Optimization exercise on an open flow, not production practice. RTL: at most simulated, not proved equivalent. Power: default activity.

==> design.v <==
`default_nettype none
package mem_pkg;
  localparam int XLEN   = 64;
  localparam int STRB_W = XLEN / 8;
endpackage
`default_nettype wire
`timescale 1ns/1ps
`default_nettype none
module cmp_tree #(
  parameter int N = 32,
  parameter int M = 32     
) (
  input  logic [N-1:0] a,
  input  logic [N-1:0] b,
  output logic         lt,
  output logic         eq
);
  function automatic logic [1:0] fold(input logic [N-1:0] x, input logic [N-1:0] y);
    logic [M-1:0] l, e;
    l = '0;
    e = '1;
    for (int i = 0; i < N; i++) begin
      l[i] = !x[i] && y[i];
      e[i] = !(x[i] ^ y[i]);
    end
    for (int w = M / 2; w >= 1; w = w / 2) begin
      for (int j = 0; j < w; j++) begin
        l[j] = l[2*j+1] || (e[2*j+1] && l[2*j]);
        e[j] = e[2*j+1] && e[2*j];
      end
    end
    fold = {l[0], e[0]};
  endfunction
  assign {lt, eq} = fold(a, b);
endmodule
module pmp_checker (
  input  logic [63:0] addr,
  input  logic        is_write,
  input  logic [7:0]  pmpcfg0,
  input  logic [63:0] pmpaddr0,
  input  logic [1:0]  priv_mode,
  output logic        access_fault
);
  logic hi8_zero, hi10_zero;
  logic tor_lt, na4_eq, napot_eq;
  logic match, perm_ok;
  assign hi8_zero  = ~|addr[63:56];
  assign hi10_zero = hi8_zero & ~|addr[55:54];
  assign napot_eq  = addr[53:12] == pmpaddr0[53:12];
  cmp_tree #(.N(54), .M(64)) u_cmp (
    .a  (addr[55:2]),
    .b  (pmpaddr0[53:0]),
    .lt (tor_lt),
    .eq (na4_eq)
  );
  always_comb begin
    case (pmpcfg0[4:3])
      2'd1:    match = hi8_zero & tor_lt;
      2'd2:    match = hi8_zero & na4_eq;
      2'd3:    match = hi10_zero & napot_eq;
      default: match = 1'b0;
    endcase
  end
  assign perm_ok      = is_write ? pmpcfg0[1] : pmpcfg0[0];
  assign access_fault = match ? !perm_ok : (priv_mode != 2'd3);
endmodule
`default_nettype wire
`timescale 1ns/1ps
`default_nettype none
module lane_align (
  input  logic [7:0]  sel,       
  input  logic [1:0]  size,
  input  logic        unsigned_load,
  input  logic [63:0] rdata,
  output logic [63:0] shifted,
  output logic        sign
);
  always_comb begin
    shifted = '0;
    for (int j = 0; j < 8; j++) begin
      for (int k = 0; j + k < 8; k++) begin
        shifted[8*j +: 8] = shifted[8*j +: 8] | ({8{sel[k]}} & rdata[8*(j+k) +: 8]);
      end
    end
  end
  always_comb begin
    case (size)
      2'd0:    sign = shifted[7];
      2'd1:    sign = shifted[15];
      default: sign = shifted[31];
    endcase
    sign = sign & !unsigned_load;
  end
endmodule
`default_nettype wire
`timescale 1ns/1ps
`default_nettype none
module amo_alu (
  input  logic [31:0] a,
  input  logic [31:0] b,
  output logic [31:0] sum,
  output logic        lt_s,
  output logic        lt_u
);
  logic [31:0] p, g, gg;
  logic        lt31, eq31;
  assign p = a ^ b;
  assign g = a & b;
  function automatic logic [31:0] prefix_g(input logic [31:0] gi, input logic [31:0] pi);
    logic [31:0] gx, px;
    gx = gi;
    px = pi;
    for (int k = 0; k < 5; k++) begin
      for (int i = 0; i < 32; i++) begin
        if (i & (1 << k)) begin
          gx[i] = gx[i] | (px[i] & gx[((i >> k) << k) - 1]);
          px[i] = px[i] & px[((i >> k) << k) - 1];
        end
      end
    end
    prefix_g = gx;
  endfunction
  assign gg  = prefix_g(g, p);
  assign sum = p ^ {gg[30:0], 1'b0};
  cmp_tree #(.N(31), .M(32)) u_cmp (
    .a  (a[30:0]),
    .b  (b[30:0]),
    .lt (lt31),
    .eq (eq31)
  );
  assign lt_u = (a[31] ^ b[31]) ? b[31] : lt31;
  assign lt_s = (a[31] ^ b[31]) ? a[31] : lt31;
endmodule
`default_nettype wire
`timescale 1ns/1ps
`default_nettype none
module mem_stage (
  input  logic        clk,
  input  logic        reset,
  input  logic        start,
  input  logic        is_load,
  input  logic        is_store,
  input  logic        is_amo,
  input  logic        unsigned_load,
  input  logic [1:0]  size,
  input  logic [3:0]  amo_op,
  input  logic [63:0] addr,
  input  logic [63:0] wdata,
  input  logic [63:0] pmpaddr0,
  input  logic [7:0]  pmpcfg0,
  input  logic [1:0]  priv_mode,
  output logic        done,
  output logic        fault,
  output logic [63:0] result,
  output logic        dbus_valid,
  output logic [63:0] dbus_addr,
  output logic [63:0] dbus_wdata,
  output logic [7:0]  dbus_strobe,
  output logic [1:0]  dbus_size,
  input  logic        dbus_data_ok,
  input  logic [63:0] dbus_rdata
);
  localparam logic [3:0] PASS_LO = 4'b1100;
  localparam logic [3:0] PASS_HI = 4'b1010;
  localparam logic [3:0] F_XOR   = 4'b0110;
  localparam logic [3:0] F_AND   = 4'b1000;
  localparam logic [3:0] F_OR    = 4'b1110;
  logic        valid_q;     
  logic        done_q;
  logic        fault_q;
  logic        wr_q;        
  logic        amo_q;
  logic        ra_q;        
  logic        uns_q;
  logic [1:0]  size_q;
  logic [3:0]  op_q;
  logic [63:0] addr_q;
  logic [63:0] data_q;
  logic [3:0]  fn_lo_q, fn_hi_q;
  logic        sign_q;      
  logic [7:0]  osel_q;      
  logic [7:0]  strb_q;      
  logic        res_addr_q;  
  logic [2:0]  ext_q;       
  logic        idle, accept, is_mem, access_fault, last, cap;
  logic [1:0]  size_in;
  logic [63:0] store_data;
  logic [63:0] shifted;
  logic        sign;
  logic [7:0]  from_data;       
  logic [31:0] sum;
  logic        lt_s, lt_u;
  logic [3:0]  fn_amo;
  logic [7:0]  size_mask;
  assign idle    = !valid_q && !done_q;
  assign accept  = start && idle;
  assign is_mem  = is_load || is_store || is_amo;
  assign size_in = is_amo ? 2'd2 : size;
  assign last    = !amo_q || wr_q;
  assign cap     = valid_q && dbus_data_ok && !wr_q;    
  pmp_checker u_pmp (
    .addr         (addr),
    .is_write     (is_store || is_amo),
    .pmpcfg0      (pmpcfg0),
    .pmpaddr0     (pmpaddr0),
    .priv_mode    (priv_mode),
    .access_fault (access_fault)
  );
  always_ff @(posedge clk or posedge reset) begin
    if (reset) begin
      valid_q <= 1'b0;
      done_q  <= 1'b0;
      fault_q <= 1'b0;
    end else begin
      valid_q <= accept ? (is_mem && !access_fault)
                        : (valid_q && !(dbus_data_ok && last));
      done_q  <= accept ? (!is_mem || access_fault)
                        : (valid_q && dbus_data_ok && last);
      fault_q <= accept && is_mem && access_fault;
    end
  end
  always_comb begin
    case (size_in)
      2'd0:    store_data = {8{wdata[7:0]}};
      2'd1:    store_data = {4{wdata[15:0]}};
      2'd2:    store_data = {2{wdata[31:0]}};
      default: store_data = wdata;
    endcase
  end
  lane_align u_lane (
    .sel           (osel_q),
    .size          (size_q),
    .unsigned_load (uns_q),
    .rdata         (dbus_rdata),
    .shifted       (shifted),
    .sign          (sign)
  );
  amo_alu u_amo (
    .a    (shifted[31:0]),
    .b    (data_q[63:32]),
    .sum  (sum),
    .lt_s (lt_s),
    .lt_u (lt_u)
  );
  always_comb begin
    case (op_q)
      4'd0, 4'd1: fn_amo = PASS_HI;    
      4'd2:       fn_amo = F_XOR;
      4'd3:       fn_amo = F_AND;
      4'd4:       fn_amo = F_OR;
      4'd5:       fn_amo = lt_s ? PASS_LO : PASS_HI;
      4'd6:       fn_amo = lt_s ? PASS_HI : PASS_LO;
      4'd7:       fn_amo = lt_u ? PASS_LO : PASS_HI;
      4'd8:       fn_amo = lt_u ? PASS_HI : PASS_LO;
      default:    fn_amo = PASS_LO;    
    endcase
  end
  always_ff @(posedge clk) begin
    if (idle) begin
      wr_q    <= 1'b0;
      amo_q   <= is_amo;
      ra_q    <= !is_amo && (is_store || !is_load);
      uns_q   <= !is_amo && unsigned_load;
      size_q  <= size_in;
      op_q    <= amo_op;
      addr_q  <= addr;
      for (int k = 0; k < 8; k++) osel_q[k] <= (addr[2:0] == 3'(k));
      strb_q  <= size_mask << addr[2:0];
      res_addr_q <= (!is_amo && (is_store || !is_load)) || access_fault;
      ext_q   <= {size_in != 2'd3, !size_in[1], size_in == 2'd0};
      fn_lo_q <= PASS_LO;
      fn_hi_q <= PASS_HI;
    end else if (cap && amo_q) begin
      wr_q    <= 1'b1;
      fn_lo_q <= fn_amo;
      fn_hi_q <= fn_amo;
    end
    if (cap) sign_q <= sign;
    if (idle) data_q[31:0] <= store_data[31:0];
    else if (cap) data_q[31:0] <= shifted[31:0];
    if (idle) data_q[63:32] <= store_data[63:32];
    else if (cap && !amo_q) data_q[63:32] <= shifted[63:32];
    else if (cap && op_q == 4'd1) data_q[63:32] <= sum;
  end
  always_comb begin
    for (int i = 0; i < 32; i++) begin
      dbus_wdata[i]    = fn_lo_q[{data_q[i], data_q[32+i]}];
      dbus_wdata[32+i] = fn_hi_q[{data_q[i], data_q[32+i]}];
    end
  end
  assign done        = done_q;
  assign fault       = fault_q;
  assign dbus_valid  = valid_q;
  assign dbus_addr   = addr_q;
  assign dbus_size   = size_q;
  always_comb begin
    case (size_in)
      2'd0:    size_mask = 8'h01;
      2'd1:    size_mask = 8'h03;
      2'd2:    size_mask = 8'h0f;
      default: size_mask = 8'hff;
    endcase
  end
  assign dbus_strobe = (ra_q || wr_q) ? strb_q : 8'd0;
  assign from_data = {{4{!ext_q[2]}}, {2{!ext_q[1]}}, !ext_q[0], 1'b1};
  always_comb begin
    for (int k = 0; k < 8; k++) begin
      if (res_addr_q)       result[8*k +: 8] = addr_q[8*k +: 8];
      else if (from_data[k])    result[8*k +: 8] = data_q[8*k +: 8];
      else                  result[8*k +: 8] = {8{sign_q}};
    end
  end
endmodule
`default_nettype wire
==> flow/run.sh <==
#!/bin/bash
# The standard layout (standard.sh: the ORFS flow with the standard flow's synthesis script), run with
# a few settings changed through the environment:
#  - the port buffers that global placement inserts are buf_1 cells (buffer_ports otherwise
#    picks the slow clkdlybuf4s50_1); every port still gets its buffer;
#  - no full/half-adder cell extraction in synthesis (ADDER_MAP_FILE empty), so ABC maps the
#    adders and compare trees as plain logic. Registers and their names are unchanged;
#  - clock tree synthesis without dummy loads, with clkbuf_8 buffers (a small tree suffices
#    for about 150 flip-flops).
# The make output goes to make_finish.log; each ORFS step keeps its own log under orfs/logs.
set -euo pipefail
export BUFFER_PORTS_ARGS="-buffer_cell sky130_fd_sc_hd__buf_1"
export ADDER_MAP_FILE=
export CTS_ARGS="-sink_clustering_enable -repair_clock_nets -dont_use_dummy_load -buf_list sky130_fd_sc_hd__clkbuf_8"
bash standard.sh > make_finish.log 2>&1
==> standard.sh <==
#!/bin/bash
# synth_recipe.tcl (not shown) runs the flow's synth.tcl, then flattens the netlist and writes it again
# the make line also repeats each setting of config.mk as NAME=value (left out here)
make -C /OpenROAD-flow-scripts/flow DESIGN_CONFIG=/design/flow/config.mk WORK_HOME=/design/flow/orfs CLKGATE_MAP_FILE= SYNTH_SCRIPT=/design/flow/synth_recipe.tcl "${@:-finish}"
==> config.mk <==
export PLATFORM = sky130hd
export DESIGN_NAME = mem_stage
export DESIGN_NICKNAME = mem_stage
export VERILOG_FILES = /design/flow/design.v
export SDC_FILE = /design/flow/constraint.sdc
export NUM_CORES = 4
export LEC_CHECK = 0
export ABC_AREA = 1
export CAP_MARGIN = 20
export CORE_MARGIN = 2
export CORE_UTILIZATION = 40
export PLACE_DENSITY = 0.6
export SETUP_SLACK_MARGIN = 4.75
export SLEW_MARGIN = 20
==> constraint.sdc <==
create_clock -name core_clock -period 8.0 [get_ports {clk}]
set_input_delay 1.6000 -clock core_clock [delete_from_list [all_inputs] [get_ports {clk}]]
set_output_delay 1.6000 -clock core_clock [all_outputs]
set_load 0.01 [all_outputs]
==> results of run 1 <==
## state kept, by name, summed over array words and instances, names as in the netlist, 2 cells and up
| register | flops |
|---|---|
| op_q | 4 |
| fn_lo_q | 2 |
| ext_q | 3 |
| fn_hi_q | 3 |
| osel_q | 8 |
| addr_q | 64 |
| data_q | 64 |
| size_q | 2 |
| strb_q | 8 |
## area by class of cell
cell class | count | area [sq um] | area share, %
multi-input cells | 1841 | 11200 | 48.6
flip-flops and latches | 167 | 4960 | 21.5
repair buffers | 698 | 4610 | 20.0
inverters | 360 | 1380 | 5.99
well taps | 518 | 648 | 2.81
clock buffers | 17 | 234 | 1.01
repair inverters | 2 | 15.0 | 0.0651
diodes | 2 | 5.00 | 0.0217
## where the power goes
group          internal (mW)  leakage, nW  switching [mW]
logic                   2.55         8.79            4.32
clock network          0.187        0.122           0.328
registers               1.46         1.66           0.391
total                   4.20         10.6            5.04
## per-layer routing
layer  global-route usage (%)  share of wire (%)  vias to the layer above
met5                        0              0.014                        -
met4                     17.1                4.7                        2
met3                     7.80                9.8                      265
met2                     65.4                 45                     1330
met1                     54.6                 40                    10100
li1                         -                  -                     9371
## cells by family after synthesis
kind of cell    share of synthesized area (%)
buf+inv                                  11.9
compound gates                           22.3
simple gates                             32.6
flops                                    31.6
xor+xnor                                 1.57
## worst max-delay path: stages, from the launching register on
cell and delay, ps:
sky130_fd_sc_hd__edfxtp_1 480, sky130_fd_sc_hd__buf_12 180, sky130_fd_sc_hd__a21oi_4 140, sky130_fd_sc_hd__buf_12 160, sky130_fd_sc_hd__clkbuf_16 190, sky130_fd_sc_hd__a22oi_2 80
sky130_fd_sc_hd__buf_2 150
## stage by stage
stage / instance area, sq um / hold slack [ps] / total power [mW] / instances / setup slack, ps
finish: 23100 / 585 / 9.24 / 3605 / 4460
global route: 23100 / 631 / 9.67 / 3603 / 4440
floorplan: 15700 / 492 / 4.67 / 2465 / 4460
global placement: 17700 / 524 / 6.29 / 3374 / 3370
CTS: 20500 / 575 / 7.86 / 3524 / 4450
detailed placement: 17700 / 530 / 6.33 / 3374 / 3350
## what timing repair did
item                                    CTS  global route
resized for setup                       448           597
endpoints found under the setup margin  183           182
gates cloned                             12             7
pin swaps                                54           188
buffers inserted                        121            72
## synth_stat cells, drive strengths merged (16+ instances only)
cell type	number
inv	357
nand3	102
nor3	18
buf	29
edfxtp	158
a211oi	18
clkbuf	69
a21oi	240
a22oi	57
a21boi	28
nand4	16
o21ai	162
nor2	212
xor2	20
o22ai	29
nand2	853
## how the worst max path moves through the flow
stage / endpoint / slack, ps / cells after the start / from
2_1_floorplan: data_q[55] / 4460 / 20 / dbus_rdata[57]
6_report: result[45] / 4460 / 6 / res_addr_q
5_1_grt: result[36] / 4440 / 5 / res_addr_q
3_5_place_dp: data_q[26] / 3350 / 10 / is_amo
3_3_place_gp: data_q[26] / 3370 / 10 / is_amo
4_1_cts: result[37] / 4450 / 5 / res_addr_q
==> results.txt, run 1 <==
The detailed-router iteration count before antenna repair is 6. The horizontal extent of the die is 202 microns. The die outline height is 202 microns. The final setup TNS is 0 ps. The number of max-slew violations in the final report is 0. The post-route antenna net violation count came out at 0.

The synthesized design devotes to its leading area cell type 30.3% of total area. The detailed placer's ending HPWL is 64700 microns. The largest total area in the synthesized netlist belongs to sky130_fd_sc_hd__edfxtp_1. The remaining design rule violation count came out at 0.

TritonCTS built the clock tree. The reported leakage power is 10.6 nW. The post-layout utilization of the core is 59.7%. The proportion of layout cells with a drive suffix above 1 came out at 33.0%. The total I/O pin count is 485. The post-synth design cell area came out at 0.0157 sq mm. The warning count from the yosys run is 6. The number of cells produced by synthesis came out at 2465.

The initial standard-cell utilization of the core is 40.5%. The number of buffers inserted by hold repair at cts is 0. The tightest min-delay check is of the flop to flop type. The number of endpoints with negative hold slack in the final report is 0. The clock transition at the registers of the reported paths came out at 80 ps. The number of library cell types mapped by synthesis came out at 60. In this run the critical register-to-register path is captured at data_q[49]. Leaving out fill and tap cells, the most frequent cell in the layout is sky130_fd_sc_hd__nand2_1. The mean instance size in the synthesized netlist is 6.35 sq um.

The number of antenna violations at the first check in global routing came out at 2. The wire length of the first global-routing pass came out at 123000 microns. For this block, the initial DRC count from the detailed router was 2583. STA classifies the critical path endpoint as an output port. The maximum operating frequency came out at 0.282 GHz. At the later pin of the worst-skew pair, clock insertion delay measures 570 ps. The final critical-path share of the clock period is 44.3%.

The slew at the pin with the worst max-slew slack came out at 882 ps. Global routing consumed, over all layers together, 41.0% of the routing resources. STA puts the critical path data required time at 6400 ps. The number of buffers on the longest clock path is 2.

The worst hold path cell count came out at 2. Summing the sequential cell areas from Yosys gives 31.6% of the chip area. Leaving out fill and tap cells, the most frequent cells in the layout are 641 x sky130_fd_sc_hd__nand2_1, 292 x sky130_fd_sc_hd__inv_1, 291 x sky130_fd_sc_hd__buf_1.

The number of filler cells placed in the layout came out at 3735. The via count of the first global-routing pass is 18.9k. Dividing total power by cell area gives a power density of 401 mW/mm^2. The congestion estimate from routability-driven global placement came to 0.982.

The data arrival time of the critical path came out at 1940 ps. The worst register-to-register path begins at osel_q[5]. IR analysis of the VDD net gives a maximum drop of 529 uV. For this run, the leading register cell type out of synthesis is sky130_fd_sc_hd__edfxtp_1. The via count is 21.0k. Relative to the synthesized area, the layout overhead comes to 47.4%. The die outline area is 0.0407 sq mm.

The number of synthesized flops with an enable pin came out at 158. The wire length per cell after detailed routing came out at 25.0 microns. The total congestion overflow after global routing came out at 0. The final-stage net count came out at 3367. The total nets after synthesis came out at 2745. The critical setup path kind is flop to output port. Yosys attributes the largest share of cell area to sky130_fd_sc_hd__edfxtp_1 30%, sky130_fd_sc_hd__nand2_1 19%, sky130_fd_sc_hd__inv_1 7.9%. The maximum number of pins on one net before global-route repair came out at 139. The count of maximum capacitance violations came out at 0. The via-per-instance ratio came out at 5.84. The root buffer cell is sky130_fd_sc_hd__clkbuf_8.

The slack of the worst reg-to-reg path came out at 4680 ps. The flow ran to the end and the layout has no timing, DRC or antenna violations. Of all nets on the critical path, the largest fanout is 8. The core region is 0.0386 sq mm. The number of sinks on the clock net came out at 167. The startpoint identified for the worst hold timing path is wr_q. The setup skew after layout is 36.0 ps. The H-tree level count is 4. The synthesis-stage register bit count is 167. The path with the worst hold slack has its endpoint at wr_q. The category of the worst setup path launch point is a flop. The final critical path time including I/O delays and setup came out at 3540 ps. Buffers placed on the I/O ports in this run total 470. The post-synthesis async set-or-reset flop share came out at 1.80%. The remaining max-slew budget at the tightest pin is 41.0%.

The placement row count came out at 72. The final setup violation count is 0. The number of clock buffers inserted by TritonCTS is 17. The depth of the most critical reg-to-reg path came out at 16.

Setup repair after global routing could not meet its margin everywhere. The overall routed net length came out at 90100 microns.
==> run 2, diff against run 1 <==
--- a/config.mk
+++ b/config.mk
@@ -10,5 +10,6 @@
 export CORE_MARGIN = 2
 export CORE_UTILIZATION = 40
 export PLACE_DENSITY = 0.6
-export SETUP_SLACK_MARGIN = 4.75
+export SETUP_SLACK_MARGIN = 4.5
 export SLEW_MARGIN = 20
+export TNS_END_PERCENT = 10
==> run 2 against run 1 <==
  * Global-route usage down 3.2 points
  * Worst hold slack hardly changed
  * Sequential power grew 3%
  * Combinational power shrank 27%
  * Cell area decreased by 16%
  * Utilization shrank 9.7 points
  * Critical endpoint is now data_q[46]
  * Still clean on timing, DRC and antenna
  * Clock-buffer cell count stayed put
==> results.txt, run 2 <==
The flow ran to the end and the layout has no timing, DRC or antenna violations. The weighted congestion at the end of routability-driven global placement came out at 1.00 (+2.3%). The detailed router's first-iteration violation count came to 2115 (-18%). The post-layout worst setup margin came out at 4240 ps (-212 ps). The post-route antenna net violation count came out at 0 (unchanged). The final critical path time including I/O delays and setup is 3760 ps (+212 ps). The total I/O pin count came out at 485 (unchanged). The count of maximum capacitance violations is 0 (unchanged).

The detailed placer's ending HPWL was 63700 microns (-1.6%). The die outline height came out at 202 microns (unchanged). The post-synthesis async set-or-reset flop share came out at 1.80% (unchanged). The total nets after synthesis came to 2745 (unchanged). The final-stage net count was 3211 (-4.6%). The later-pin clock latency in the skew report was 500 ps (-70 ps). The sequential element share of the synthesized area came out at 31.6% (unchanged).

The number of synthesized flops with an enable pin is 158 (unchanged). The worst ir drop on vdd is 269 uV (-49%). The post-synth design cell area came out at 0.0157 sq mm (unchanged). The via-per-instance ratio was 5.69 (-2.5%). The H-tree level count came out at 4 (unchanged). The synthesis-stage register bit count was 167 (unchanged). The slew at the pin with the worst max-slew slack is 1040 ps (+160 ps). The final setup violation count is 0 (unchanged). The proportion of layout cells with a drive suffix above 1 came out at 12.6% (-20 points). The maximum net fanout on the critical path is 14 (+6). The top cell family by delay on the critical path is simple AND/OR/NAND/NOR gates. The wire length per cell after detailed routing is 23.4 microns (-6.4%). The initial standard-cell utilization of the core came out at 40.5% (unchanged). The maximum operating frequency is 0.266 GHz (-5.6%).

STA classifies the critical path endpoint as a flop. The largest registers in the layout are addr_q x64, data_q x64. The number of buffers on the longest clock path came out at 2 (unchanged). The data arrival time of the critical path came out at 3980 ps (+2040 ps). The via count is 19.6k (-6.7%). Of all cell types, the one taking the most synthesized area is sky130_fd_sc_hd__edfxtp_1.

The number of library cell types mapped by synthesis came out at 60 (unchanged). The worst hold margin came out at 585 ps (+0.336 ps). The most used flip-flop cell after synthesis is sky130_fd_sc_hd__edfxtp_1. The reported leakage power came out at 8.78 nW (-17%). The final critical-path share of the clock period is 46.9% (+2.6 points).

The commonest cells after synthesis are 812 x sky130_fd_sc_hd__nand2_1, 331 x sky130_fd_sc_hd__inv_1, 234 x sky130_fd_sc_hd__a21oi_1. The placement-stage cell area is 0.0177 sq mm (-0.11%). The worst slack at placement came out at 3510 ps (+157 ps). Walking the worst path, the cells encountered are buf_1, nand2_1, nor2_1, inv_1, nor2_4, buf_6, nor2_1, inv_1, o21ai_0, a21oi_1. Setup repair after global routing could not meet its margin everywhere. The overall routed net length came out at 80600 microns (-10%).

By instance count, the leading cell after synthesis is sky130_fd_sc_hd__nand2_1. In this run the worst hold path is classified as flop to flop. The quantity of I/O buffers inserted on ports is 470 (unchanged).

The root buffer cell is sky130_fd_sc_hd__clkbuf_8. The clock transition at the registers of the reported paths came out at 90 ps (about the same). The final setup TNS is 0 ps (unchanged).

The area growth from synthesis to layout came out at 23.3%. The maximum number of pins on one net before global-route repair came out at 139 (unchanged). The wire length of the first global-routing pass is 114000 microns (-6.9%).

The via count of the first global-routing pass came out at 17.8k (-5.9%). The power density relative to cell area is 385 mW/mm^2 (-3.9%). TritonCTS built the clock tree.

The detailed-router iteration count before antenna repair came out at 6 (unchanged). The number of endpoints with negative hold slack in the final report is 0 (unchanged). The number of max-slew violations in the final report came out at 0 (unchanged). The total non-filler cell area in the finished layout was 0.0193 sq mm (-16%). STA classifies the critical path startpoint as an input pin.

The total congestion overflow after global routing was 0 (unchanged). The horizontal extent of the die came out at 202 microns (unchanged). The setup skew after layout is 46.1 ps (+10.0 ps). The remaining design rule violation count was 0 (unchanged). The core area is 0.0386 sq mm (unchanged).

The mean instance size in the synthesized netlist is 6.35 sq um (unchanged). Sorting the synthesized cells by area gives the leading types as sky130_fd_sc_hd__edfxtp_1 30%, sky130_fd_sc_hd__nand2_1 19%, sky130_fd_sc_hd__inv_1 7.9%. Leaving out fill and tap cells, the most frequent cells in the layout are 760 x sky130_fd_sc_hd__nand2_1, 430 x sky130_fd_sc_hd__buf_1, 324 x sky130_fd_sc_hd__inv_1. The total design power is 7.43 mW (-20%). Leaving out fill and tap cells, the most frequent cell in the layout is sky130_fd_sc_hd__nand2_1. The data required time of the worst path is 8230 ps (+1830 ps). The portion of synthesized cell area occupied by the leading cell type came out at 30.3% (unchanged). The worst setup path is of the input pin to flop kind. The placement row count came out at 72 (unchanged). The remaining max-slew budget at the tightest pin is 30.3% (-11 points). The buffering stage count on the worst path with inverters included came out at 4 (unchanged). The cell with the largest stage delay on the worst path is sky130_fd_sc_hd__nor2_1. The number of clock buffers inserted by TritonCTS is 17 (unchanged). The number of cells produced by synthesis was 2465 (unchanged). The number of sinks on the clock net came out at 167 (unchanged). The warning count from the yosys run came out at 6 (unchanged). The number of buffers inserted by hold repair at cts is 0 (unchanged). The number of antenna violations at the first check in global routing came out at 2 (unchanged).

The delay of the slowest cell on the worst path came out at 790 ps (+310 ps). The global-route total usage across every layer was 37.8% (-3.2 points). The die outline area came to 0.0407 sq mm (unchanged). The number of filler cells placed in the layout is 4190 (+12%).
==> run 2: final timing paths <==
path,start,endpoint,slack (ps),depth (start not counted)
min in group asynchronous,reset,fault_q,950,2
worst max-delay path,dbus_data_ok,data_q[46],4240,10
max in group asynchronous,reset,done_q,6910,2
worst min-delay path,fn_hi_q[3],fn_hi_q[3],590,2
worst max register to register,osel_q[5],data_q[54],4700,20
worst min register to register,fn_hi_q[3],fn_hi_q[3],590,2
==> run 2: logic make-up after synthesis <==
family,share of synthesized area [%]
xor gates and xnor gates,1.57
DFF,31.6
buffers and inverters,11.9
AOI/OAI and AO/OA,22.3
and+or+nand+nor,32.6
==> run 2: per-layer routing <==
metal | vias up | global-route usage (%) | wire length, microns
met1 | 9300 | 51.4 | 32500
met2 | 1134 | 60.8 | 36900
met4 | 0 | 13.1 | 3000
met5 | - | 0 | 0
met3 | 151 | 6.55 | 8180
li1 | 9042 | - | -
==> run 2: area by class of cell <==
| class | count | area, sq um | area share, % |
|---|---|---|---|
| Tap cell | 518 | 648 | 3.36 |
| Antenna cell | 1 | 2.50 | 0.0130 |
| Multi-Input combinational cell | 1840 | 9520 | 49.3 |
| Inverter | 360 | 1370 | 7.11 |
| Clock buffer | 17 | 234 | 1.21 |
| Timing Repair Buffer | 542 | 2560 | 13.3 |
| Sequential cell | 167 | 4940 | 25.6 |
| Timing Repair inverter | 3 | 22.5 | 0.117 |
==> run 2: worst min-delay path, delay by kind of cell (launching register included) <==
kind,cells,cell delay [ps]
flip-flops,1,400
AND/OR/NAND/NOR,2,150
==> run 2: metrics by stage <==
stage	util [%]	instances
finish	50.0	3448
global route	49.9	3447
CTS	47.3	3409
detailed placement	45.9	3375
global placement	45.9	3375
floorplan	-	2465
==> run 2: report_power, final <==
part           switching [mW]  internal, mW  total (mW)
Sequential              0.443          1.46        1.90
Combinational            3.45          1.58        5.03
Clock                   0.314         0.188       0.502
Total                    4.21          3.23        7.43
==> run 2: timing repair <==
item                                    CTS  global route
pin swaps                                 1            61
resized for setup                        27           238
buffers inserted                         12            37
gates cloned                              5             1
endpoints found under the setup margin  182           175
==> run 3, diff against run 2 <==
--- a/config.mk
+++ b/config.mk
@@ -12,4 +12,3 @@
 export PLACE_DENSITY = 0.6
 export SETUP_SLACK_MARGIN = 4.5
 export SLEW_MARGIN = 20
-export TNS_END_PERCENT = 10
==> run 3 against run 2 <==
  * Still clean
  * Flip-flop and latch count is the same
  * Cell area grew 2.3%
  * Clock-buffer cell count is the same
  * Clock skew shrank 18 ps
  * Sequential power is essentially flat
  * Die area is the same
  * Sequential share of layout area shrank 0.56 points
  * Global-route usage grew 0.29 points
  * Wire length grew 2.6%
  * Setup slack gained 220 ps
  * Critical endpoint is now result[0]
  * Highest routed layer is now met5
==> results.txt, run 3 <==
The flow ran to the end and the layout has no timing, DRC or antenna violations. The clock transition at the registers of the reported paths is 100 ps (about the same). The wire length of the first global-routing pass is 115000 microns (+0.66%). The total design power is 7.64 mW (+2.7%). The largest individual stage delay along the critical path comes from the cell sky130_fd_sc_hd__edfxtp_1.

The critical path is of the flop to output port type. The worst hold margin is 553 ps (-32.4 ps). The via count is 19.8k (+0.86%).

The largest registers in the layout are addr_q x64, data_q x64. The worst ir drop on vdd came out at 237 uV (-12%). The H-tree level count is 4 (unchanged).

The count of maximum capacitance violations came to 0 (unchanged). The sequential share of power came out at 24.7% (-0.9 points). The detailed-router iteration count before antenna repair is 6 (unchanged). The number of synthesized flops with an enable pin came to 158 (unchanged). In the layout the commonest cells are 753 x sky130_fd_sc_hd__nand2_1, 387 x sky130_fd_sc_hd__buf_1, 324 x sky130_fd_sc_hd__inv_1.

The final-stage net count came out at 3230 (+0.59%). In the post-synthesis netlist, the biggest area contributors are sky130_fd_sc_hd__edfxtp_1 30%, sky130_fd_sc_hd__nand2_1 19%, sky130_fd_sc_hd__inv_1 7.9%. The number of endpoints with negative hold slack in the final report came out at 0 (unchanged).

The number of max-slew violations in the final report came to 0 (unchanged). The logic gate share of total power was 68.4% (+0.8 points). The later-pin clock latency in the skew report came to 500 ps (about the same). The global-route total usage across every layer came to 38.1% (+0.29 points). For this run, the leading register cell type out of synthesis is sky130_fd_sc_hd__edfxtp_1. The cell total after placement came out at 3377 (+0.059%).

The total nets after synthesis came to 2745 (unchanged). The placement row count came to 72 (unchanged). The via-per-instance ratio is 5.71 (+0.28%).

The worst hold-check path type is flop to flop. The maximum number of pins on one net before global-route repair is 90 (-35%). The quantity of I/O buffers inserted on ports is 470 (unchanged). The final critical path time including I/O delays and setup is 3530 ps (-223 ps). The detailed placer's ending HPWL came out at 64000 microns (+0.55%). The non-filler instance count after layout came out at 3468 (+0.58%). The remaining design rule violation count came out at 0 (unchanged). The total I/O pin count is 485 (unchanged). The proportion of layout cells with a drive suffix above 1 came to 16.1% (+3.6 points). The overall routed net length came to 82700 microns (+2.6%).

The synthesis-stage register bit count came out at 167 (unchanged). The via count of the first global-routing pass came out at 17.9k (+1.0%). The maximum operating frequency is 0.283 GHz (+6.3%).

The post-synth design cell area came out at 0.0157 sq mm (unchanged). The critical path goes through buf_4, buf_6, buf_4, o21ai_0, buf_1. The reported net switching power was 4.31 mW (+2.4%). The TritonCTS clock tree is yes.

The wire length per cell after detailed routing came to 23.9 microns (+2.0%). The number of clock buffers inserted by TritonCTS is 17 (unchanged). The cell that appears most often on the critical path is sky130_fd_sc_hd__buf_4.

The power density relative to cell area came out at 387 mW/mm^2 (+0.38%). The portion of synthesized cell area occupied by the leading cell type was 30.3% (unchanged). The internal power component came to 3.33 mW (+3.1%). The number of sinks on the clock net came out at 167 (unchanged).

The slew at the pin with the worst max-slew slack was 1070 ps (+33.2 ps). By count the netlist is led by 812 x sky130_fd_sc_hd__nand2_1, 331 x sky130_fd_sc_hd__inv_1, 234 x sky130_fd_sc_hd__a21oi_1. The remaining max-slew budget at the tightest pin is 28.3% (-2.0 points). The worst setup path is captured at an output port. The delay of the slowest cell on the worst path was 460 ps (-330 ps).

The detailed router's first-iteration violation count is 2402 (+14%). The die outline area came out at 0.0407 sq mm (unchanged). The number of antenna violations at the first check in global routing came out at 1 (-1). The horizontal extent of the die is 202 microns (unchanged). The area taken by flip-flops and latches came to 0.00494 sq mm (about the same). The die outline height came out at 202 microns (unchanged). The warning count from the yosys run came to 6 (unchanged). The most frequent standard cell in the layout excluding fill and tap cells is sky130_fd_sc_hd__nand2_1. The reported leakage power came out at 8.98 nW (+2.3%). The final setup violation count is 0 (unchanged). Setup repair after global routing could not meet its margin everywhere.

The most common cell in the synthesized netlist is sky130_fd_sc_hd__nand2_1. The buffering stage count on the worst path with inverters included came out at 4 (unchanged). The setup skew after layout is 27.8 ps (-18.2 ps). The number of library cell types mapped by synthesis is 60 (unchanged).

The post-route antenna net violation count came to 0 (unchanged). The weighted congestion at the end of routability-driven global placement came out at 1.02 (+1.3%). The final critical-path share of the clock period is 44.2% (-2.8 points). Of all cell types, the one taking the most synthesized area is sky130_fd_sc_hd__edfxtp_1. The root buffer cell chosen for the clock tree is sky130_fd_sc_hd__clkbuf_8. The category of the worst setup path launch point is a flop. The area growth from synthesis to layout came out at 26.2%.

The total congestion overflow after global routing came out at 0 (unchanged). The multi-input gate area in the final layout came out at 0.00970 sq mm (+1.8%). The number of filler cells placed in the layout came out at 4050 (-3.3%). On the critical path the largest part of the delay comes from buffers and inverters. The maximum net fanout on the critical path came out at 4 (-10). The switching power as a share of total power came out at 56.4% (-0.18 points).

The final setup TNS was 0 ps (unchanged). The post-synthesis async set-or-reset flop share was 1.80% (unchanged). The proportion of power drawn by the clock network was 6.9% (about the same). The data required time of the worst path came out at 6400 ps (-1830 ps). The number of buffers on the longest clock path is 2 (unchanged). The core area came out at 0.0386 sq mm (unchanged). The number of buffers inserted by hold repair at cts is 0 (unchanged). The sequential element share of the synthesized area was 31.6% (unchanged). The initial standard-cell utilization of the core came to 40.5% (unchanged). The mean instance size in the synthesized netlist is 6.35 sq um (unchanged). The data arrival time of the critical path is 1930 ps (-2050 ps). The number of cells produced by synthesis came out at 2465 (unchanged).
run 3: path summary, 6_finish.rpt:
path | cells past startpoint | endpoint | startpoint | slack, ps
worst min register to register | 2 | fn_hi_q[2] | fn_hi_q[2] | 550
min in group asynchronous | 2 | fault_q | reset | 920
worst max register to register | 19 | data_q[50] | osel_q[5] | 4730
worst max-delay path | 5 | result[0] | res_addr_q | 4470
worst min-delay path | 2 | fn_hi_q[2] | fn_hi_q[2] | 550
max in group asynchronous | 2 | valid_q | reset | 6920
run 3: per-layer routing:
| layer | vias up | global-route usage (%) | wire length (microns) |
|---|---|---|---|
| li1 | 9081 | - | - |
| met1 | 9421 | 51.3 | 33800 |
| met2 | 1105 | 61.0 | 37200 |
| met3 | 187 | 6.53 | 8010 |
| met4 | 2 | 15.1 | 3670 |
| met5 | - | 0 | 13 |
run 3: cell type report:
| type | instances | share of cell area [%] |
|---|---|---|
| clock buffer | 17 | 1.18 |
| antenna | 2 | 0.0253 |
| tap | 518 | 3.28 |
| sequential | 167 | 25.0 |
| timing repair buffer | 560 | 14.3 |
| inverter | 360 | 6.93 |
| timing repair inverter | 3 | 0.114 |
| multi-input combinational | 1841 | 49.1 |
run 3: stage by stage:
stage	cell area (sq um)	utilization (%)	worst slack, ps
after global placement	17700	45.9	3580
after floorplan	15700	-	4470
after CTS	18400	47.7	4430
final	19800	51.1	4470
after global routing	19700	51.1	4420
after detailed placement	17700	45.9	3480
run 3: kinds of logic (layout without fill, tap and decap cells):
group	Yosys count	count (layout)	share of synthesized area, %
AO/OA/AOI/OAI	592	592	22.3
XOR/XNOR	28	28	1.57
buffers and inverters	458	940	11.9
flip-flops	167	167	31.6
other	0	2	0
AND/OR/NAND/NOR	1220	1221	32.6
run 3: power groups by stage:
stage	combinational [mW]	sequential [mW]	clock, mW
floorplan	2.90	1.76	0
global placement	4.35	1.88	0
detailed placement	4.40	1.89	0
CTS	4.61	1.86	0.527
global route	5.61	1.92	0.547
finish	5.22	1.89	0.526
run 3: worst reg2reg max path: stages, from the launching register on:
cell	delay (ps)
sky130_fd_sc_hd__edfxtp_1	1060
sky130_fd_sc_hd__nand2_1	140
sky130_fd_sc_hd__nand2_1	110
sky130_fd_sc_hd__nor2_1	50
sky130_fd_sc_hd__nand2_2	190
sky130_fd_sc_hd__inv_2	90
sky130_fd_sc_hd__nand2_4	80
sky130_fd_sc_hd__nand2_4	60
sky130_fd_sc_hd__nand2_2	70
sky130_fd_sc_hd__nor2_2	60
sky130_fd_sc_hd__nor3_4	270
sky130_fd_sc_hd__nor2_4	70
sky130_fd_sc_hd__nor2_4	100
sky130_fd_sc_hd__buf_12	130
sky130_fd_sc_hd__nand2_8	80
sky130_fd_sc_hd__buf_4	140
sky130_fd_sc_hd__a21oi_1	130
sky130_fd_sc_hd__nand2_1	60
sky130_fd_sc_hd__nand2_1	70
sky130_fd_sc_hd__a21oi_1	60
run 3: repair_timing:
item / CTS / global route
buffers inserted: 19 / 43
setup endpoints to repair: 144 / 115
cloned: 3 / 7
pin swaps: 6 / 58
gates resized for setup: 67 / 285
==> run 4, diff against run 3 <==
--- a/config.mk
+++ b/config.mk
@@ -8,7 +8,7 @@
 export ABC_AREA = 1
 export CAP_MARGIN = 20
 export CORE_MARGIN = 2
-export CORE_UTILIZATION = 40
-export PLACE_DENSITY = 0.6
+export CORE_UTILIZATION = 50
+export PLACE_DENSITY = 0.65
 export SETUP_SLACK_MARGIN = 4.5
 export SLEW_MARGIN = 20
==> run 4 against run 3 <==
  * Still clean
  * Clock power fell by 3%
  * Cell count fell by 4.1%
  * Combinational power fell by 4%
  * Maximum frequency fell by 0.10%
  * Flip-flop and latch count did not move
  * Register-to-register slack got worse by 60 ps
  * Highest routed layer is now met4
==> results.txt, run 4 <==
The total I/O pin count came to 485 (unchanged). The number of filler cells placed in the layout came to 3057 (-25%). The sequential element share of the synthesized area came out at 31.6% (unchanged). The count of maximum capacitance violations is 0 (unchanged). The delay of the slowest cell on the worst path is 450 ps (about the same). The final setup TNS is 0 ps (unchanged). The number of clock buffers inserted by TritonCTS came out at 17 (unchanged). The global-route total usage across every layer came out at 43.3% (+5.2 points). The die outline height came out at 181 microns (-10%). The number of max-slew violations in the final report is 0 (unchanged). The detailed-router iteration count before antenna repair is 10 (+4). The wire length per cell after detailed routing came out at 22.3 microns (-6.4%). The number of library cell types mapped by synthesis is 60 (unchanged). The H-tree level count came out at 4 (unchanged). Counting instances in the post-synthesis netlist gives the leading cell types as 812 x sky130_fd_sc_hd__nand2_1, 331 x sky130_fd_sc_hd__inv_1, 234 x sky130_fd_sc_hd__a21oi_1. The number of diodes added for antenna fixing is 0 (-2). The number of buffers on the longest clock path is 2 (unchanged).

The largest registers in the layout are addr_q x64, data_q x64. The number of sinks on the clock net is 167 (unchanged). The placement row count came out at 64 (-11%). The reported leakage power came out at 8.73 nW (-2.7%). The final critical-path share of the clock period is 44.2% (+0.045 points). In the post-synthesis netlist, the biggest area contributors are sky130_fd_sc_hd__edfxtp_1 30%, sky130_fd_sc_hd__nand2_1 19%, sky130_fd_sc_hd__inv_1 7.9%. The largest total area in the synthesized netlist belongs to sky130_fd_sc_hd__edfxtp_1. The post-synth design cell area was 0.0157 sq mm (unchanged). The number of synthesized flops with an enable pin is 158 (unchanged).

The portion of synthesized cell area occupied by the leading cell type is 30.3% (unchanged). The overall routed net length came out at 74200 microns (-10%). The flow ran to the end and the layout has no timing, DRC or antenna violations. The maximum number of pins on one net before global-route repair was 133 (+48%).

The data arrival time of the critical path is 3710 ps (+1780 ps). The maximum net fanout on the critical path came out at 13 (+9). By startpoint and endpoint, the worst setup path is classified as input pin to flop. TritonCTS built the clock tree. The most frequent standard cell in the layout excluding fill and tap cells is sky130_fd_sc_hd__nand2_1. The remaining design rule violation count was 0 (unchanged). The cell that appears most often on the critical path is sky130_fd_sc_hd__a21oi_1. The via count of the first global-routing pass came to 17.9k (-0.13%). The detailed router's first-iteration violation count is 2778 (+16%). The number of antenna violations at the first check in global routing is 1 (unchanged). STA classifies the critical path endpoint as a flop.

The via count came out at 19.9k (+0.74%). The non-filler instance count after layout is 3325 (-4.1%). The core area was 0.0307 sq mm (-21%). The initial standard-cell utilization of the core came out at 51.0% (+11 points).

The number of endpoints with negative hold slack in the final report is 0 (unchanged). The power density relative to cell area came to 390 mW/mm^2 (+0.97%). Setup repair after global routing could not meet its margin everywhere. The cell sitting at the root of the clock tree is a sky130_fd_sc_hd__clkbuf_8. The total design power came out at 7.44 mW (-2.6%). The warning count from the yosys run is 6 (unchanged). The mean instance size in the synthesized netlist came out at 6.35 sq um (unchanged).

The worst ir drop on vdd was 442 uV (+86%). The post-synthesis async set-or-reset flop share is 1.80% (unchanged). The die outline area came out at 0.0327 sq mm (-20%). The quantity of I/O buffers inserted on ports is 470 (unchanged). The multi-input gate area in the final layout came to 0.00947 sq mm (-2.3%).

The data required time of the worst path is 8170 ps (+1770 ps). The remaining max-slew budget at the tightest pin came out at 31.4% (+3.0 points). The post-route antenna net violation count is 0 (unchanged). The number of cells produced by synthesis came to 2465 (unchanged). The area taken by flip-flops and latches came out at 0.00495 sq mm (about the same). The wire length of the first global-routing pass is 108000 microns (-6.1%). Traced cell by cell, the critical path runs through buf_1, nor2_2, clkinvlp_4, nor2_4, inv_1, nor2_1, a221oi_1, nand2_1, a21oi_1, a21oi_1.

The synthesis-stage register bit count was 167 (unchanged). The leading cell type by number of instances after synthesis is sky130_fd_sc_hd__nand2_1. The maximum operating frequency came out at 0.283 GHz (-0.10%). The horizontal extent of the die is 181 microns (-10%). The most used flip-flop cell after synthesis is sky130_fd_sc_hd__edfxtp_1. The cell total after placement came to 3253 (-3.7%). The total congestion overflow after global routing came out at 0 (unchanged). The final setup violation count came to 0 (unchanged). The clock transition at the registers of the reported paths is 90 ps (about the same). The slowest stage of the critical path belongs to the cell sky130_fd_sc_hd__inv_1. The weighted congestion at the end of routability-driven global placement is 1.04 (+1.9%).

The later-pin clock latency in the skew report is 480 ps (-20 ps). The proportion of layout cells with a drive suffix above 1 came out at 13.0% (-3.1 points). The detailed placer's ending HPWL is 57600 microns (-10%).

The slew at the pin with the worst max-slew slack is 1030 ps (-45.2 ps). The final-stage net count came out at 3211 (-0.59%). The final critical path time including I/O delays and setup came out at 3540 ps (+3.63 ps). The via-per-instance ratio came out at 6.00 (+5.1%).

The tightest min-delay check is of the flop to flop type. The area growth from synthesis to layout came out at 21.7%. The setup skew after layout came out at 40.1 ps (+12.3 ps).

The category of the worst setup path launch point is an input pin. In the layout the commonest cells are 756 x sky130_fd_sc_hd__nand2_1, 426 x sky130_fd_sc_hd__buf_1, 323 x sky130_fd_sc_hd__inv_1. The total nets after synthesis is 2745 (unchanged).
[run 4: changes by cell type in the layout (fill, tap and decap cells not counted), moves of 7 or more]
| cell | change |
|---|---|
| sky130_fd_sc_hd__nand2_2 | -9 |
| sky130_fd_sc_hd__buf_1 | +39 |
| sky130_fd_sc_hd__buf_2 | -18 |
| sky130_fd_sc_hd__a22oi_1 | +35 |
| sky130_fd_sc_hd__buf_4 | -7 |
| sky130_fd_sc_hd__a22oi_2 | -35 |
| sky130_fd_sc_hd__clkbuf_2 | -27 |
[run 4: timing repair]
item	4_1_cts	5_1_grt
pin swaps	15	55
cloned	3	0
hold buffers	0	0
resized for setup	73	180
endpoints found under the setup margin	145	109
buffers inserted	23	29
[run 4: final timing paths]
kind	from	endpoint	slack [ps]	cells past startpoint
max in group asynchronous	reset	valid_q	6920	2
worst min-delay path	fn_lo_q[1]	fn_lo_q[1]	590	2
worst max-delay path	is_amo	data_q[24]	4460	10
min in group asynchronous	reset	fault_q	950	2
worst max register to register	osel_q[5]	fn_hi_q[2]	4670	21
worst min register to register	fn_lo_q[1]	fn_lo_q[1]	590	2
[run 4: final cells by class]
class                           count  area share [%]
Multi-Input combinational cell   1840            49.7
Timing Repair Buffer              542            13.2
Clock buffer                       17            1.23
Inverter                          360            7.18
Sequential cell                   167            26.0
Tap cell                          396            2.60
Timing Repair inverter              3           0.105
[run 4: logic make-up (layout without fill, tap and decap cells)]
logic type / after synthesis / in the layout / synth area share [%]
flip-flops: 167 / 167 / 31.6
buffers and inverters: 458 / 922 / 11.9
AND/OR/NAND/NOR: 1220 / 1220 / 32.6
XOR/XNOR: 28 / 28 / 1.57
AO/OA/AOI/OAI: 592 / 592 / 22.3
[run 4: critical path, delay by kind of cell]
family	cells	cell delay (ps)
and+or+nand+nor	4	410
AOI/OAI and AO/OA	3	770
buffers and inverters	3	920
[run 4: through the flow]
| stage | utilization [%] | hold WS [ps] | instance area [sq um] | worst slack (ps) |
|---|---|---|---|---|
| 2_1_floorplan | - | 492 | 15700 | 4470 |
| 3_3_place_gp | 57.3 | 518 | 17600 | 3520 |
| 3_5_place_dp | 57.3 | 567 | 17600 | 3470 |
| 4_1_cts | 59.6 | 576 | 18300 | 4500 |
| 5_1_grt | 62.1 | 594 | 19100 | 4370 |
| 6_report | 62.1 | 589 | 19100 | 4460 |
[run 4: layer usage]
layer	up-vias	GRT usage, %	routed length, microns
met5	-	0	0
met4	0	18.7	4010
met3	245	8.83	9570
met1	9125	57.2	27700
met2	1537	68.9	33000
li1	9036	-	-
[run 4: power by group]
part	leakage, nW	switching (mW)	total (mW)	internal [mW]
Sequential	1.66	0.449	1.91	1.46
Clock	0.122	0.322	0.511	0.189
Combinational	6.95	3.42	5.02	1.59
Total	8.73	4.19	7.44	3.24
==> run 5, diff against run 4 <==
--- a/design.v
+++ b/design.v
@@ -177,17 +177,15 @@
   logic [63:0] addr_q;
   logic [63:0] data_q;
   logic [3:0]  fn_lo_q, fn_hi_q;
-  logic        sign_q;      
   logic [7:0]  osel_q;      
   logic [7:0]  strb_q;      
-  logic        res_addr_q;  
-  logic [2:0]  ext_q;       
   logic        idle, accept, is_mem, access_fault, last, cap;
   logic [1:0]  size_in;
   logic [63:0] store_data;
   logic [63:0] shifted;
   logic        sign;
   logic [7:0]  from_data;       
+  logic [63:0] load_value;
   logic [31:0] sum;
   logic        lt_s, lt_u;
   logic [3:0]  fn_amo;
@@ -263,11 +261,8 @@
       uns_q   <= !is_amo && unsigned_load;
       size_q  <= size_in;
       op_q    <= amo_op;
-      addr_q  <= addr;
       for (int k = 0; k < 8; k++) osel_q[k] <= (addr[2:0] == 3'(k));
       strb_q  <= size_mask << addr[2:0];
-      res_addr_q <= (!is_amo && (is_store || !is_load)) || access_fault;
-      ext_q   <= {size_in != 2'd3, !size_in[1], size_in == 2'd0};
       fn_lo_q <= PASS_LO;
       fn_hi_q <= PASS_HI;
     end else if (cap && amo_q) begin
@@ -275,12 +270,13 @@
       fn_lo_q <= fn_amo;
       fn_hi_q <= fn_amo;
     end
-    if (cap) sign_q <= sign;
+    if (idle) addr_q <= addr;
+    else if (valid_q && dbus_data_ok && (wr_q || (!ra_q && !amo_q)))
+      addr_q <= wr_q ? {{32{data_q[31]}}, data_q[31:0]} : load_value;
     if (idle) data_q[31:0] <= store_data[31:0];
     else if (cap) data_q[31:0] <= shifted[31:0];
     if (idle) data_q[63:32] <= store_data[63:32];
-    else if (cap && !amo_q) data_q[63:32] <= shifted[63:32];
-    else if (cap && op_q == 4'd1) data_q[63:32] <= sum;
+    else if (cap && amo_q && op_q == 4'd1) data_q[63:32] <= sum;
   end
   always_comb begin
     for (int i = 0; i < 32; i++) begin
@@ -291,7 +287,7 @@
   assign done        = done_q;
   assign fault       = fault_q;
   assign dbus_valid  = valid_q;
-  assign dbus_addr   = addr_q;
+  assign dbus_addr   = addr_q;    
   assign dbus_size   = size_q;
   always_comb begin
     case (size_in)
@@ -302,13 +298,12 @@
     endcase
   end
   assign dbus_strobe = (ra_q || wr_q) ? strb_q : 8'd0;
-  assign from_data = {{4{!ext_q[2]}}, {2{!ext_q[1]}}, !ext_q[0], 1'b1};
+  assign from_data = {{4{size_q == 2'd3}}, {2{size_q[1]}}, size_q != 2'd0, 1'b1};
   always_comb begin
     for (int k = 0; k < 8; k++) begin
-      if (res_addr_q)       result[8*k +: 8] = addr_q[8*k +: 8];
-      else if (from_data[k])    result[8*k +: 8] = data_q[8*k +: 8];
-      else                  result[8*k +: 8] = {8{sign_q}};
+      load_value[8*k +: 8] = from_data[k] ? shifted[8*k +: 8] : {8{sign}};
     end
   end
+  assign result = addr_q;
 endmodule
 `default_nettype wire
--- a/config.mk
+++ b/config.mk
@@ -8,7 +8,7 @@
 export ABC_AREA = 1
 export CAP_MARGIN = 20
 export CORE_MARGIN = 2
-export CORE_UTILIZATION = 50
-export PLACE_DENSITY = 0.65
+export CORE_UTILIZATION = 40
+export PLACE_DENSITY = 0.6
 export SETUP_SLACK_MARGIN = 4.5
 export SLEW_MARGIN = 20
==> run 5 against run 4 <==
  * Worst hold slack improved by 16 ps
  * Maximum frequency fell by 1.5%
  * Highest routed layer unchanged
  * Critical path type unchanged
  * Sequential power rose by 12%
  * Utilization fell by 14 points
  * Die area rose by 28%
  * Combinational power rose by 23%
  * Still clean on timing, DRC and antenna
  * Sequential share of layout area fell by 0.77 points
==> results.txt, run 5 <==
The worst ir drop on vdd is 409 uV (-7.5%). Clock tree synthesis selected as its root buffer the cell sky130_fd_sc_hd__clkbuf_8. The total congestion overflow after global routing was 0 (unchanged).

The number of antenna violations at the first check in global routing is 1 (unchanged). The quantity of I/O buffers inserted on ports came out at 470 (unchanged). The via-per-instance ratio is 5.66 (-5.7%). The final-stage net count was 3195 (-0.50%).

The switching power as a share of total power came to 57.4% (+1.0 points). The worst hold path cell count is 2 (unchanged). The area growth from synthesis to layout came out at 18.8%. The adder and majority cell fraction of the synthesized area came out at 0% (unchanged).

Among all stages on the critical path, the largest delay is contributed by sky130_fd_sc_hd__o21ai_0. The initial standard-cell utilization of the core was 40.4% (-11 points). The wire length per cell after detailed routing came out at 23.9 microns (+7.0%).

The warning count from the yosys run was 6 (unchanged). The cell depth of the worst setup path came out at 8 (-2). The final setup violation count came to 0 (unchanged). The detailed router's first-iteration violation count is 2136 (-23%). The signal on the critical path passes through buf_1, inv_1, nor2_1, nor2_2, inv_1, o22ai_1, o21ai_0, o21ai_0. The final critical-path share of the clock period came out at 44.9% (+0.69 points). The H-tree level count came to 4 (unchanged). The proportion of layout cells with a drive suffix above 1 is 12.6% (-0.37 points). The number of max-slew violations in the final report is 0 (unchanged). The total nets after synthesis was 2799 (+2.0%).

The setup skew after layout came to 22.3 ps (-17.8 ps). The reported leakage power is 8.59 nW (-1.6%). The post-route antenna net violation count is 0 (unchanged).

The post-synth design cell area is 0.0161 sq mm (+2.7%). sky130_fd_sc_hd__nand2_1 is the most common cell in the netlist. The number of synthesized flops with an enable pin is 153 (-3.2%). The die outline height came out at 204 microns (+13%). The flow ran to the end and the layout has no timing, DRC or antenna violations. The clock transition at the registers of the reported paths came out at 90 ps (about the same). In the post-synthesis netlist, the biggest area contributors are sky130_fd_sc_hd__edfxtp_1 29%, sky130_fd_sc_hd__nand2_1 17%, sky130_fd_sc_hd__inv_1 7.3%. The post-synthesis async set-or-reset flop share came out at 1.85% (+0.055 points). The later-pin clock latency in the skew report is 520 ps (+40 ps). The category of the worst setup path launch point is an input pin. In the final layout, the registers with the most flip-flops are addr_q x64, data_q x64. The total I/O pin count came to 485 (unchanged). The internal power component is 3.75 mW (+16%). The final setup TNS came out at 0 ps (unchanged). The sequential share of power came to 24.3% (-1.4 points). Leaving out fill and tap cells, the most frequent cell in the layout is sky130_fd_sc_hd__nand2_1. The dominant combinational cell family by area after synthesis is simple AND/OR/NAND/NOR gates.

The critical setup path kind is input pin to flop. The global-route total usage across every layer is 38.0% (-5.3 points). The post-synthesis simple-gate area fraction came out at 33.3% (+0.69 points). The wire length of the first global-routing pass came out at 116000 microns (+7.3%). The reported net switching power is 5.05 mW (+21%). The xor and xnor area share after synthesis was 1.35% (-0.21 points). The non-filler instance count after layout came out at 3439 (+3.4%). The leading register cell type out of synthesis is sky130_fd_sc_hd__edfxtp_1. The logic gate share of total power came to 70.1% (+2.7 points). The buffering stage count on the worst path with inverters included came out at 3 (unchanged).

The detailed placer's ending HPWL is 62800 microns (+9.0%). The core area was 0.0397 sq mm (+30%). The compound-cell area share of the yosys netlist came out at 21.5% (-0.80 points).

The portion of synthesized cell area occupied by the leading cell type is 28.6% (-1.7 points). The worst hold-check path type is flop to flop. The proportion of power drawn by the clock network came out at 5.6% (-1.3 points). The number of sinks on the clock net is 162 (-3.0%). The die outline area is 0.0418 sq mm (+28%).

The overall routed net length is 82100 microns (+11%). The horizontal extent of the die came to 204 microns (+13%). Setup repair after global routing could not meet its margin everywhere.

The via count came to 19.5k (-2.4%). The TritonCTS clock tree is yes. The mean instance size in the synthesized netlist is 6.38 sq um (+0.46%). The sequential element share of the synthesized area was 29.8% (-1.8 points). The depth of the most critical reg-to-reg path is 18 (-14%). The slew at the pin with the worst max-slew slack came to 1090 ps (+59.1 ps). The via count of the first global-routing pass came out at 18.1k (+0.92%). The data arrival time of the critical path was 3820 ps (+110 ps). STA classifies the critical path endpoint as a flop. The remaining design rule violation count came out at 0 (unchanged). The number of clock buffers inserted by TritonCTS came out at 17 (unchanged). The number of buffers on the longest clock path came to 2 (unchanged).

The remaining max-slew budget at the tightest pin is 27.2% (-4.2 points). Among cell families on the critical path, the largest total delay comes from compound AO/OA/AOI/OAI gates. The delay of the slowest cell on the worst path came out at 660 ps (+210 ps). The data required time of the worst path is 8230 ps (+60 ps). Leaving out fill and tap cells, the most frequent cells in the layout are 703 x sky130_fd_sc_hd__nand2_1, 430 x sky130_fd_sc_hd__buf_1, 293 x sky130_fd_sc_hd__inv_1.

The number of library cell types mapped by synthesis came out at 66 (+10%). The maximum net fanout on the critical path was 9 (-4). The share of cell area taken by muxes after synthesis is 0.132% (+0.13 points). The detailed-router iteration count before antenna repair came out at 6 (-4). The cell total after placement is 3365 (+3.4%). The placement row count was 73 (+14%).

The power density relative to cell area is 461 mW/mm^2 (+18%). The number of endpoints with negative hold slack in the final report is 0 (unchanged). The final critical path time including I/O delays and setup is 3590 ps (+55.1 ps).

The number of cells produced by synthesis came out at 2519 (+2.2%). The count of maximum capacitance violations came out at 0 (unchanged). The synthesis-stage register bit count came out at 162 (-3.0%).

The weighted congestion at the end of routability-driven global placement came out at 0.999 (-3.7%). Sorting the synthesized cells by how often they occur yields 740 x sky130_fd_sc_hd__nand2_1, 311 x sky130_fd_sc_hd__inv_1, 239 x sky130_fd_sc_hd__nor2_1. The maximum operating frequency is 0.278 GHz (-1.5%).

The maximum number of pins on one net before global-route repair is 86 (-35%). The library cell occupying the most area in the post-synthesis netlist is sky130_fd_sc_hd__edfxtp_1. The number of buffers inserted by hold repair at cts came out at 0 (unchanged).
==> run 5: through the flow <==
step | hold WS (ps) | power (mW) | area, sq um | setup slack, ps | util [%]
after floorplan | 559 | 5.82 | 16100 | 4530 | -
after global placement | 583 | 7.52 | 17600 | 3450 | 44.4
after detailed placement | 595 | 7.58 | 17600 | 3400 | 44.4
after CTS | 610 | 8.28 | 18300 | 4440 | 45.9
after global routing | 656 | 9.42 | 19100 | 4430 | 48.1
final | 605 | 8.81 | 19100 | 4410 | 48.1
==> run 5: power by group through the flow <==
stage	Sequential [mW]	Combinational [mW]	Clock [mW]
5_1_grt	2.18	6.71	0.521
2_1_floorplan	2.02	3.80	0
6_report	2.14	6.17	0.495
3_5_place_dp	2.21	5.38	0
4_1_cts	2.14	5.63	0.499
3_3_place_gp	2.19	5.33	0
==> run 5: layout make-up <==
type	count	area [sq um]
Fill cell	4285	20600
Multi-Input combinational cell	1868	9590
Sequential cell	162	4810
Timing Repair Buffer	537	2540
Inverter	326	1250
Tap cell	525	657
Clock buffer	17	234
Timing Repair inverter	3	20.0
Antenna cell	1	2.50
==> run 5: worst paths after layout <==
kind / start / end / slack [ps]
setup / recovery: size[0] / data_q[19] / 4410
setup reg to reg: osel_q[1] / fn_hi_q[2] / 4820
hold / removal: data_q[23] / addr_q[23] / 600
min in group asynchronous: reset / done_q / 910
hold reg to reg: data_q[23] / addr_q[23] / 600
max in group asynchronous: reset / valid_q / 6960
==> run 5: layer usage <==
metal | part of all wire (%) | global-route usage, % | vias to the layer above
met1 | 40 | 47.8 | 9038
met3 | 8.8 | 6.17 | 200
li1 | - | - | 9089
met5 | 0 | 0 | -
met4 | 5.9 | 20.4 | 0
met2 | 46 | 62.5 | 1133
==> run 5: timing repair <==
item | 4_1_cts | 5_1_grt
gates cloned | 1 | 4
setup endpoints to repair | 127 | 85
resized for setup | 55 | 184
pin swaps | 8 | 43
setup buffers | 18 | 33
==> run 5: worst min-delay path, cell delays in order, from the launching register on <==
cell and delay [ps]:
sky130_fd_sc_hd__edfxtp_1 360, sky130_fd_sc_hd__o211ai_1 80, sky130_fd_sc_hd__o21ai_0 70
==> run 5: logic make-up (layout without fill, tap and decap cells) <==
logic type,after synthesis,in the layout
and+or+nand+nor,1256,1257
AOI/OAI and AO/OA,585,585
xor gates and xnor gates,24,24
other,0,1
DFF,162,162
muxes,2,2
buffers and inverters,490,883
==> run 6, diff against run 5 <==
--- a/config.mk
+++ b/config.mk
@@ -10,5 +10,5 @@
 export CORE_MARGIN = 2
 export CORE_UTILIZATION = 40
 export PLACE_DENSITY = 0.6
-export SETUP_SLACK_MARGIN = 4.5
+export SETUP_SLACK_MARGIN = 4.3
 export SLEW_MARGIN = 20
==> run 6 against run 5 <==
  * Still clean
  * Cell count fell by 0.84%
  * Via count fell by 0.92%
  * Power fell by 3.7%
  * Wire length fell by 1.2%
  * Worst hold slack barely moved
  * First-iteration DRC count fell by 5.7%
  * Clock power rose by 1%
  * Combinational power fell by 6.0%
  * Flip-flop and latch count did not move
  * Largest cell class unchanged
==> results.txt, run 6 <==
TritonCTS built the clock tree. The final setup violation count came to 0 (unchanged). The horizontal extent of the die came to 204 microns (unchanged). The detailed-router iteration count before antenna repair came to 7 (+1). The quantity of I/O buffers inserted on ports was 470 (unchanged). The total I/O pin count is 485 (unchanged).

The internal power component came out at 3.56 mW (-5.0%). The wire length per cell after detailed routing is 23.8 microns (-0.36%). The number of sinks on the clock net came to 162 (unchanged). The final setup TNS came to 0 ps (unchanged). The wire length of the first global-routing pass was 115000 microns (-0.48%).

The logic gate share of total power came out at 68.4% (-1.7 points). The clock transition at the registers of the reported paths came out at 100 ps (about the same). The maximum net fanout on the critical path is 3 (-6). The slew at the pin with the worst max-slew slack came out at 1050 ps (-39.0 ps).

The number of max-slew violations in the final report came out at 0 (unchanged). The number of buffers on the longest clock path came out at 2 (unchanged). The total congestion overflow after global routing came out at 0 (unchanged). The proportion of layout cells with a drive suffix above 1 came out at 8.43% (-4.2 points).

The via-per-instance ratio was 5.65 (about the same). The synthesized design spends more area on one cell type than any other, namely sky130_fd_sc_hd__edfxtp_1. The setup skew after layout is 29.4 ps (+7.12 ps). Counting instances in the post-synthesis netlist gives the leading cell types as 740 x sky130_fd_sc_hd__nand2_1, 311 x sky130_fd_sc_hd__inv_1, 239 x sky130_fd_sc_hd__nor2_1. The switching power as a share of total power is 58.0% (+0.59 points). The root buffer cell is sky130_fd_sc_hd__clkbuf_8. The area growth from synthesis to layout is 14.5%. Among all cell types in the netlist, the one instantiated most often is sky130_fd_sc_hd__nand2_1. The total non-filler cell area in the finished layout is 0.0184 sq mm (-3.7%). The reported net switching power came out at 4.92 mW (-2.7%).

The data required time of the worst path is 8420 ps (+190 ps). The post-layout utilization of the core is 46.3% (-1.8 points). The die outline height came out at 204 microns (unchanged). The proportion of power drawn by the clock network is 5.9% (+0.3 points). The remaining max-slew budget at the tightest pin came out at 29.8% (+2.6 points). The leading register cell type out of synthesis is sky130_fd_sc_hd__edfxtp_1.

Setup repair after global routing could not meet its margin everywhere. Ranked by total cell area, the synthesized netlist is headed by sky130_fd_sc_hd__edfxtp_1 29%, sky130_fd_sc_hd__nand2_1 17%, sky130_fd_sc_hd__inv_1 7.3%. The number of endpoints with negative hold slack in the final report is 0 (unchanged).

The via count of the first global-routing pass came out at 17.9k (-1.0%). The worst ir drop on vdd is 324 uV (-21%). The H-tree level count came to 4 (unchanged).

The run finished with no timing, DRC or antenna violations. The worst hold-check path type is flop to flop. The mean instance size in the synthesized netlist is 6.38 sq um (unchanged).

The number of filler cells placed in the layout came out at 4348 (+1.5%). The non-filler instance count after layout came out at 3410 (-0.84%). The post-synthesis async set-or-reset flop share is 1.85% (unchanged). The data arrival time of the critical path came to 4100 ps (+280 ps). The final critical-path share of the clock period is 46.0% (+1.1 points).

The number of clock buffers inserted by TritonCTS came out at 17 (unchanged). The worst setup path is launched from an input pin. The number of buffers inserted by hold repair at cts came out at 0 (unchanged). In the layout the commonest cells are 733 x sky130_fd_sc_hd__nand2_1, 450 x sky130_fd_sc_hd__buf_1, 302 x sky130_fd_sc_hd__inv_1. The maximum number of pins on one net before global-route repair came to 75 (-13%).

The detailed router's first-iteration violation count is 2015 (-5.7%). The warning count from the yosys run came out at 6 (unchanged). The reported leakage power was 8.31 nW (-3.3%).

The cell total after placement is 3366 (+0.030%). The global-route total usage across every layer came out at 37.8% (-0.29 points). The maximum operating frequency is 0.272 GHz (-2.5%). The later-pin clock latency in the skew report was 530 ps (about the same). The post-route antenna net violation count came out at 0 (unchanged). The power density relative to cell area is 461 mW/mm^2 (about the same). The sequential share of power was 25.7% (+1.4 points). The final critical path time including I/O delays and setup is 3680 ps (+91.3 ps). The final-stage net count came out at 3165 (-0.94%).

The initial standard-cell utilization of the core is 40.4% (unchanged). The placement-stage cell area was 0.0176 sq mm (about the same). The kind of end point of the critical path is a flop.

The portion of synthesized cell area occupied by the leading cell type came out at 28.6% (unchanged). The core area was 0.0397 sq mm (unchanged). The post-synth design cell area came out at 0.0161 sq mm (unchanged). The number of library cell types mapped by synthesis is 66 (unchanged). The weighted congestion at the end of routability-driven global placement came out at 1.00 (+0.39%).

The placement row count came to 73 (unchanged). The number of cells produced by synthesis is 2519 (unchanged). The overall routed net length was 81100 microns (-1.2%).

The library cell used most frequently in the layout, excluding fill and tap cells, is sky130_fd_sc_hd__nand2_1. The number of synthesized flops with an enable pin came out at 153 (unchanged). In the final layout, the registers with the most flip-flops are addr_q x64, data_q x64. The count of maximum capacitance violations is 0 (unchanged). The sequential element share of the synthesized area came out at 29.8% (unchanged).

The number of antenna violations at the first check in global routing is 2 (+1). The via count is 19.3k (-0.92%). The die outline area is 0.0418 sq mm (unchanged). The remaining design rule violation count came out at 0 (unchanged).

The total nets after synthesis came out at 2799 (unchanged). The detailed placer's ending HPWL was 63300 microns (+0.89%). By startpoint and endpoint, the worst setup path is classified as input pin to flop. The synthesis-stage register bit count came out at 162 (unchanged).
-- run 6: area by class of cell --
class	count	area, sq um	area share (%)
Antenna cell	2	5.00	0.0272
Clock buffer	17	234	1.27
Inverter	326	1240	6.76
Multi-Input combinational cell	1868	9280	50.5
Sequential cell	162	4810	26.1
Tap cell	525	657	3.57
Timing Repair Buffer	509	2160	11.7
Timing Repair inverter	1	7.51	0.0408
-- run 6: worst paths after layout --
path / from / end / slack, ps / cells past startpoint
hold reg to reg: data_q[25] / addr_q[25] / 600 / 2
setup reg to reg: wr_q / addr_q[12] / 4730 / 6
hold / removal: data_q[25] / addr_q[25] / 600 / 2
min in group asynchronous: reset / fault_q / 900 / 2
setup / recovery: addr[6] / valid_q / 4320 / 17
max in group asynchronous: reset / done_q / 6980 / 2
-- run 6: worst max-delay path, cell delays in order --
cell,delay [ps]
sky130_fd_sc_hd__buf_1,70
sky130_fd_sc_hd__inv_1,230
sky130_fd_sc_hd__o21ai_0,160
sky130_fd_sc_hd__nor4_2,580
sky130_fd_sc_hd__nand2_1,100
sky130_fd_sc_hd__nand2_1,150
sky130_fd_sc_hd__nand2_1,70
sky130_fd_sc_hd__nand2_1,110
sky130_fd_sc_hd__nand2_1,60
sky130_fd_sc_hd__nand3_1,140
sky130_fd_sc_hd__nand2_1,70
sky130_fd_sc_hd__nand2_1,70
sky130_fd_sc_hd__nand2_1,70
sky130_fd_sc_hd__nand3_1,270
sky130_fd_sc_hd__nand3_1,190
sky130_fd_sc_hd__nand2_1,100
sky130_fd_sc_hd__nor2_1,40
-- run 6: per-layer routing --
metal | vias up | wire [microns] | global-route usage [%]
li1 | 9023 | - | -
met1 | 9045 | 32400 | 48.8
met2 | 1048 | 37500 | 61.9
met3 | 163 | 6770 | 5.01
met4 | 2 | 4420 | 18.8
met5 | - | 14 | 0
-- run 6: timing repair --
item	in CTS	in global routing
endpoints found under the setup margin	101	68
gates cloned	1	1
pin swaps	1	15
buffers inserted	5	18
gates resized for setup	22	71
-- run 6: kinds of logic (layout without fill, tap and decap cells) --
kind of cell | count (synthesis) | count (layout) | synth area share, %
xor+xnor | 24 | 24 | 1.35
mux | 2 | 2 | 0.132
simple gates | 1256 | 1257 | 33.3
other cells | 0 | 2 | 0
compound gates | 585 | 585 | 21.5
buf+inv | 490 | 853 | 13.9
flops | 162 | 162 | 29.8
-- run 6: per-stage QoR --
step / hold slack [ps] / power [mW] / setup WS (ps)
3_5_place_dp: 596 / 7.59 / 3280
5_1_grt: 636 / 9.08 / 4250
3_3_place_gp: 596 / 7.52 / 3330
6_report: 605 / 8.48 / 4320
4_1_cts: 602 / 8.17 / 4210
2_1_floorplan: 559 / 5.81 / 4430
-- run 6: power by group through the flow --
stage	sequential, mW	combinational, mW	clock [mW]
final	2.18	5.80	0.500
after global routing	2.23	6.33	0.528
after CTS	2.18	5.48	0.504
after detailed placement	2.20	5.39	0
after global placement	2.19	5.33	0
after floorplan	2.02	3.79	0
